Background: an optimization exercise with open tools, aiming at small area. Do not read the settings as production practice. Only the layout flow was run in this run; the RTL was not checked for function there. Power is estimated from default activity; no workload was simulated.

===== design/flow/config.mk =====
export PLATFORM = sky130hd
export DESIGN_NAME = tiler_top
export DESIGN_NICKNAME = tiler_top
export VERILOG_FILES = /design/flow/design.v
export SDC_FILE = /design/flow/constraint.sdc
export NUM_CORES = 4
export LEC_CHECK = 0
export CAP_MARGIN = 20
export CORE_MARGIN = 2
export CORE_UTILIZATION = 40
export SLEW_MARGIN = 20

===== design/flow/design.v =====
package tiler_pkg;
  localparam ARRAY_WIDTH = 12;
endpackage
`timescale 1ns/100ps
module tiler_top (
  input  logic                      clk_int,
  input  logic                      rst_ni,
  input  logic                      clear_i,
  input  logic                      start_i,
  input  logic [53:0]               cfg_i,
  output logic                      ready_o,
  output logic                      valid_o,
  output logic [363:0]              result_o
);
  logic       busy_q, valid_q;
  logic [5:0] t_q;
  logic       load, ph_div, ph_p, ph_xw, last;
  assign load   = start_i & ~busy_q;
  assign ph_div = busy_q & (t_q < 6'd15);
  assign ph_p   = busy_q & (t_q >= 6'd15) & (t_q < 6'd30);
  assign ph_xw  = busy_q & (t_q >= 6'd30);
  assign last   = busy_q & (t_q == 6'd59);
  always_ff @(posedge clk_int or negedge rst_ni) begin
    if (!rst_ni) begin
      busy_q  <= 1'b0;
      valid_q <= 1'b0;
    end else if (clear_i) begin
      busy_q  <= 1'b0;
      valid_q <= 1'b0;
    end else begin
      valid_q <= last;
      if (load)      busy_q <= 1'b1;
      else if (last) busy_q <= 1'b0;
    end
  end
  always_ff @(posedge clk_int) begin
    t_q <= busy_q ? t_q + 6'd1 : 6'd0;
  end
  logic [15:0] n_q, k_q;
  logic [1:0]  m_lo_q;
  logic [2:0]  op_q;
  logic [1:0]  fmt_q;
  always_ff @(posedge clk_int) begin
    if (load) begin
      n_q    <= cfg_i[21:6];
      k_q    <= cfg_i[37:22];
      m_lo_q <= cfg_i[39:38];
      op_q   <= cfg_i[5:3];
      fmt_q  <= {cfg_i[2] | cfg_i[1], cfg_i[2] | cfg_i[0]};
    end
  end
  logic [14:0] u_d, u_q;
  logic [1:0]  r3_q;
  logic        u_msb, qbit;
  logic [2:0]  tr;
  assign u_d   = {1'b0, cfg_i[53:40]} + {13'd0, 1'b1, cfg_i[39] | cfg_i[38]};
  assign u_msb = u_q[14];
  assign tr    = {r3_q, u_msb};
  assign qbit  = (tr >= 3'd3);
  always_ff @(posedge clk_int) begin
    if (load) begin
      u_q  <= u_d;
      r3_q <= 2'd0;
    end else begin
      u_q <= {u_q[13:0], ph_div ? qbit : u_msb};
      if (ph_div) r3_q <= qbit ? 2'(tr - 3'd3) : tr[1:0];
    end
  end
  logic [12:0] a_iter, b_iter, c_iter;
  logic [13:0] d_iter;
  logic [3:0]  m_mod;
  logic        n_lo_nz;
  assign a_iter  = u_q[12:0];
  assign b_iter  = {1'b0, k_q[15:4]} + {12'd0, |k_q[3:0]};
  assign c_iter  = {1'b0, n_q[15:4]} + {12'd0, |n_q[3:0]};
  assign n_lo_nz = |n_q[1:0];
  assign d_iter  = n_q[15:2] + {13'd0, n_lo_nz};
  assign m_mod   = {(m_lo_q == 2'd0) ? ((r3_q == 2'd2) ? 2'd0 : r3_q + 2'd1) : r3_q, m_lo_q};
  logic [17:0] n3, k3;
  assign n3 = {2'b0, n_q} + {1'b0, n_q, 1'b0};
  assign k3 = {2'b0, k_q} + {1'b0, k_q, 1'b0};
  logic [2:0] slots;
  assign slots = {1'b0, n_q[3:2]} + {2'b0, n_lo_nz};
  logic [29:0] p_q;
  logic        abit;
  logic [24:0] p_add;
  assign abit  = ph_p & u_msb;
  assign p_add = {p_q[23:0], 1'b0} + (abit ? {12'd0, b_iter} : 25'd0);
  always_ff @(posedge clk_int) begin
    p_q <= {p_q[28:25], p_q[24], p_add[24:1], p_add[0] | (ph_xw & p_q[29])};
  end
  logic        pbit;
  logic [31:0] x_q;
  logic [29:0] w_q;
  assign pbit = ph_xw & p_q[29];
  always_ff @(posedge clk_int) begin
    x_q <= {x_q[30:0], 1'b0} + (pbit ? {19'd0, c_iter} : 32'd0);
    w_q <= {w_q[28:0], 1'b0} + (pbit ? {16'd0, d_iter} : 30'd0);
  end
  logic [26:0] p3;
  assign p3 = {2'b0, p_q[24:0]} + {1'b0, p_q[24:0], 1'b0};
  logic [4:0] s1_op;
  logic [2:0] s1_rnd, s2_rnd, cfmt;
  always_comb begin
    case (op_q[2:1])
      2'd0:    s1_op = 5'd0;
      2'd1:    s1_op = 5'd2;
      2'd2:    s1_op = 5'd3;
      default: s1_op = 5'd7;
    endcase
  end
  assign s1_rnd = {2'b0, op_q[2] & op_q[1]};
  assign s2_rnd = {2'b0, ~op_q[0] & (op_q[2] ^ op_q[1])};
  assign cfmt   = {fmt_q[1], ~fmt_q[1], fmt_q[0]};
  assign result_o = {
    3'd0, a_iter,                  
    3'd0, c_iter,                  
    d_iter, 2'd0,                  
    3'd0, b_iter,                  
    4'd0, m_mod,                   
    4'd0, n_q[3:0],                
    6'd0, n_q[1:0],                
    4'd0, k_q[3:0],                
    3'd0, slots, 2'd0,             
    15'd0, n_q, 1'b0,              
    11'd0, n3, 3'd0,               
    15'd0, k_q, 1'b0,              
    11'd0, k3, 3'd0,               
    s1_op,                         
    5'd7,                          
    s1_rnd,                        
    s2_rnd,                        
    cfmt,                          
    op_q != 3'd0,                  
    p_q[15:0],                     
    x_q,                           
    w_q, 2'd0,                     
    3'd0, p3, 2'd0                 
  };
  assign ready_o = ~busy_q;
  assign valid_o = valid_q;
endmodule

===== design/flow/constraint.sdc =====
create_clock -name core_clock -period 10.0 [get_ports {clk_int}]
set_input_delay 2.0000 -clock core_clock [delete_from_list [all_inputs] [get_ports {clk_int}]]
set_output_delay 2.0000 -clock core_clock [all_outputs]
set_load 0.01 [all_outputs]

===== design/flow/run.sh =====
#!/bin/bash
# synth_recipe.tcl (not shown) runs the flow's synth.tcl, then flattens the netlist and writes it again
# the make line also repeats each setting of config.mk as NAME=value (left out here)
make -C /OpenROAD-flow-scripts/flow DESIGN_CONFIG=/design/flow/config.mk WORK_HOME=/design/flow/orfs CLKGATE_MAP_FILE= SYNTH_SCRIPT=/design/flow/synth_recipe.tcl finish

==> flow_summary.html <==
<table>
<tr><th>Metric</th><th>Value</th></tr>
<tr><th colspan="2">Pwr</th></tr>
<tr><td>Total power density per cell area</td><td>114.6 mW/mm²</td></tr>
<tr><td>Leakage component of the power</td><td>0.006324 µW</td></tr>
<tr><td>Maximum ir drop on the vdd rail</td><td>approximately 0.094 mV</td></tr>
<tr><th colspan="2">Routing</th></tr>
<tr><td>Routed Wire Length</td><td>29500 µm</td></tr>
<tr><td>Mean number of vias per cell</td><td>4.831</td></tr>
<tr><td>Detailed-routing iteration count for the pre-antenna-repair pass</td><td>5</td></tr>
<tr><td>Average routed wire per standard cell</td><td>15.20 µm</td></tr>
<tr><td>Total number of vias</td><td>9372</td></tr>
<tr><td>Post-route ant nets</td><td>0</td></tr>
<tr><td>Iter 0 DRT Violations</td><td>474</td></tr>
<tr><td>Final routed DRC violation total</td><td>0</td></tr>
<tr><th colspan="2">Placement</th></tr>
<tr><td>Routability cong.</td><td>0.9158</td></tr>
<tr><td>HPWL after detailed placement</td><td>24010 µm</td></tr>
<tr><td>Placed cell count</td><td>1908</td></tr>
<tr><td>Port Buffer Count</td><td>311</td></tr>
<tr><th colspan="2">Global routing</th></tr>
<tr><td>Largest net degree at the start of global routing</td><td>46</td></tr>
<tr><td>Number of antenna violations at the first check in global routing</td><td>0</td></tr>
<tr><td>Residual overflow from global routing</td><td>0</td></tr>
<tr><td>Global-route wire length before repair</td><td>46550 µm</td></tr>
<tr><td>Overall track demand over capacity in global routing</td><td>0.1910</td></tr>
<tr><td>Via count of the first global-routing pass</td><td>around 9000</td></tr>
<tr><th colspan="2">Die</th></tr>
<tr><td>Height of the die</td><td>173.1 µm</td></tr>
<tr><td>Die boundary width</td><td>173.1 µm</td></tr>
<tr><td>Effective utilization at floorplan</td><td>0.4094</td></tr>
<tr><td>Core area</td><td>0.02793 mm²</td></tr>
<tr><td>Die area</td><td>~0.030 mm²</td></tr>
<tr><td>Cell row count</td><td>61</td></tr>
<tr><td>Io pins</td><td>around 420</td></tr>
<tr><th colspan="2">STA</th></tr>
<tr><td>Maximum clock rate</td><td>181.6 MHz</td></tr>
<tr><td>Total negative slack</td><td>0 ps</td></tr>
<tr><td>Minimum clock period after layout</td><td>between 5000 and 6000 ps</td></tr>
<tr><td>Final period utilization</td><td>0.5506</td></tr>
<tr><td>Setup-violating endpoint count in the final report</td><td>0</td></tr>
<tr><td>Hold Vio Cnt, Final</td><td>0</td></tr>
<tr><td>Worst Skew</td><td>approximately 17 ps</td></tr>
<tr><td>Number of max-slew violations in the final report</td><td>0</td></tr>
<tr><td>Worst Tran Pin Value</td><td>1031 ps</td></tr>
<tr><td>Worst slew slack as a fraction of its limit</td><td>0.3115</td></tr>
<tr><td>Setup repair after global routing missed its margin</td><td>no</td></tr>
<tr><th colspan="2">Clocking</th></tr>
<tr><td>CTS tree</td><td>yes</td></tr>
<tr><td>Clock Tree Buf Depth</td><td>2</td></tr>
<tr><td>Cts bufs inserted</td><td>17</td></tr>
<tr><td>Sinks on the clock net</td><td>156</td></tr>
<tr><td>PostCTS Resize Cnt</td><td>0</td></tr>
<tr><td>Clock-pin transition on the worst setup and hold timing paths</td><td>approximately 60 ps</td></tr>
<tr><td>H-tree depth</td><td>4</td></tr>
<tr><td>Clock latency on the worst-skew pair</td><td>about 430 ps</td></tr>
<tr><td>Hold buffers post-CTS</td><td>0</td></tr>
<tr><td>CTS Root Cell</td><td>clkbuf_16</td></tr>
<tr><td>Post-CTS setup buffer count</td><td>0</td></tr>
<tr><th colspan="2">Setup path</th></tr>
<tr><td>WP data required</td><td>approximately 8000 ps</td></tr>
<tr><td>Worst setup SP type</td><td>flop</td></tr>
<tr><td>Critical Path AT</td><td>roughly 3500 ps</td></tr>
<tr><td>Sort of element at the end of the critical path</td><td>primary output</td></tr>
<tr><td>Maximum fanout along the worst path</td><td>6</td></tr>
<tr><td>Critical path class</td><td>reg2out</td></tr>
<tr><td>Worst stage delay on the critical path</td><td>560 ps</td></tr>
<tr><td>Worst-path cell chain</td><td>ha_1 &gt; inv_1 &gt; fa_1 &gt; nor2b_1 &gt; o31a_1 &gt; o41ai_2 &gt; o31ai_2 &gt; a211oi_1 &gt; o21bai_1 &gt; xor2_1 &gt; clkdlybuf4s50_1</td></tr>
<tr><td>CP max stage cell</td><td>clkdlybuf4s50_1</td></tr>
<tr><th colspan="2">Logic synthesis</th></tr>
<tr><td>Number of synthesized flops with an enable pin</td><td>39</td></tr>
<tr><td>Share of Yosys cell area claimed by the top area cell type</td><td>0.2013</td></tr>
<tr><td>Sequential element share of the synthesized area</td><td>0.3081</td></tr>
<tr><td>Biggest area consumer among synthesized cells</td><td>dfxtp_1</td></tr>
<tr><td>Flip-flop and latch count after synthesis</td><td>roughly 160</td></tr>
<tr><td>Number of synthesis warnings</td><td>1</td></tr>
<tr><td>Mean area per synthesized cell</td><td>8.879 µm²</td></tr>
<tr><td>Number of distinct library cell variants in the gate-level netlist after synthesis</td><td>69</td></tr>
<tr><td>Summed instance area of the synthesized netlist</td><td>0.01144 mm²</td></tr>
<tr><td>Share of synthesized registers carrying an async set or reset</td><td>0.01282</td></tr>
<tr><td>Area contributors post-synth</td><td>dfxtp_1 (20%), ha_1 (12%), buf_4 (10%)</td></tr>
<tr><td>Gate count of the mapped netlist</td><td>1288</td></tr>
<tr><td>Top_reg_cell synth</td><td>dfxtp_1</td></tr>
<tr><th colspan="2">Cells and area</th></tr>
<tr><td>Commonest cells after routing, fill and taps aside</td><td>clkdlybuf4s50_1 (311), dfxtp_1 (115), ha_1 (113)</td></tr>
<tr><td>Commonest non-fill, non-tap cell in the layout</td><td>clkdlybuf4s50_1</td></tr>
<tr><td>Count of antenna diodes in the layout</td><td>0</td></tr>
<tr><td>Share of layout cells above drive strength 1</td><td>0.03201</td></tr>
<tr><td>Final standard cell count with taps included and fillers excluded</td><td>~1900</td></tr>
<tr><td>Net count of the finished layout</td><td>1726</td></tr>
<tr><td>Area added between synthesis and finish</td><td>29.08%</td></tr>
<tr><th colspan="2">Flow run</th></tr>
<tr><td>Max-cap viol count</td><td>0</td></tr>
<tr><th colspan="2">Run status</th></tr>
<tr><td>Outcome</td><td>timing/DRC/antenna clean</td></tr>
<tr><th colspan="2">Min path</th></tr>
<tr><td>Path class of the lowest-slack min-delay path</td><td>reg2reg</td></tr>
</table>
cell usage after synthesis, types with 3 or more instances:
library cell,number
clkbuf_1,19
dfxtp_1,115
o21a_1,19
o31a_1,4
o2111ai_1,3
buf_4,159
and4_1,5
a21boi_1,7
nand2b_1,7
or3_1,6
a211oi_1,11
a21o_1,23
or2_2,5
o21ai_1,46
inv_1,62
fa_1,6
and2_1,4
o21bai_1,14
o211ai_1,7
a211o_1,4
edfxtp_1,39
a31oi_1,4
nor2b_1,43
nor3_1,12
xnor2_1,108
xor2_1,56
o21ai_0,15
nand4_1,21
nand3_1,44
nand2_1,77
and3_1,16
ha_1,113
o31ai_1,7
nor2_1,79
o311ai_1,3
a21oi_1,80
kinds of logic after synthesis:
family / after synthesis / share of synthesized area
AOI/OAI and AO/OA: 264 / 0.1475
xor gates and xnor gates: 165 / 0.1270
muxes: 3 / 0.002735
and+or+nand+nor: 333 / 0.1469
DFF: 156 / 0.3081
other: 2 / 0.0006567
buffers and inverters: 246 / 0.1329
adders and majority gates: 119 / 0.1341
where the power goes:
group / switching, µW / internal (µW) / total, µW / leakage [µW]
logic: 166 / 180 / 346 / 0.00471
clock network: 283 / 373 / 656 / 0.000286
registers: 20.7 / 669 / 690 / 0.00133
state kept, by name, indices dropped and copies added, names as in the netlist, 2 cells and up:
signal and count:
p_q 30, x_q 32, m_lo_q 2, r3_q 2, w_q 30, u_q 15, t_q 6, n_q 16
op_q 3, k_q 16, fmt_q 2
worst paths after layout:
path,from,to,slack [ps],cells after the start
min,p_q[26],p_q[27],330,0
max reg2reg,n_q[1],x_q[30],5960,15
max in group asynchronous,rst_ni,busy_q,8130,1
min in group asynchronous,rst_ni,valid_q,1740,1
max,p_q[1],result_o[25],4490,11
min reg2reg,p_q[26],p_q[27],330,0
layout make-up:
class	count	area, µm²
clock buffers	17	425.4
clock inverters	15	161.4
fillers	2627	13170
inverters	66	247.7
multi-input cells	996	6810
flip-flops and latches	156	3523
well taps	378	473.0
repair buffers	312	3120
metal layers:
metal  GRT usage  vias up  share of wire
li1            -     4731              -
met1      0.2214     4272           0.42
met2      0.3292      322           0.47
met3     0.06266       47          0.085
met4     0.06780        0          0.026
met5           0        -              0
critical path, delay by kind of cell, from the launching register on:
kind	cells	cell delay, ps
fa+ha+maj	2	620
compound gates	5	1090
xor+xnor	1	160
buf+inv	2	620
simple gates	1	160
flops	1	450
stage by stage:
| stage | cell area [µm²] | setup slack, ps | utilization | power, µW | hold slack [ps] |
|---|---|---|---|---|---|
| 6_report | 14760 | 4494 | 0.5284 | 1692 | 327.3 |
| 5_1_grt | 14760 | 4214 | 0.5284 | 1770 | 335.0 |
| 4_1_cts | 14760 | 4453 | 0.5283 | 1715 | 332.0 |
| 3_5_place_dp | 14170 | 4913 | 0.5073 | 1050 | 316.4 |
| 3_3_place_gp | 14170 | 4961 | 0.5073 | 1049 | 316.7 |
| 2_1_floorplan | 11850 | 5689 | - | 919.7 | 309.6 |

## port drivers added, routing unchanged
No port has a modelled driver above. Below, the same layout with a new extraction and two added sets of constraints. Step 1: set_driving_cell puts a clkbuf_16 on clk_int and a buf_2 on each other input, an assumption about the parent block. Step 2 adds t to the input delays and takes it off the output delays; t is the mean of the earliest and latest rising clock arrival at the registers after step 1. Input paths then give back, and output paths get back, about the clock's delay inside the block. Three values: ideal, step 1, step 2; two values: the first two.
shift t [ns]: 0.463
slack for setup (ns): 4.494 / 4.447 / 4.910
hold WS [ns]: 0.327 / 0.327 / 0.327
worst setup path at the end: register to output
After both steps setup and hold are still met in this run. The setup slack of this run moves by -0.047 ns with the drivers and by +0.416 ns with both steps.
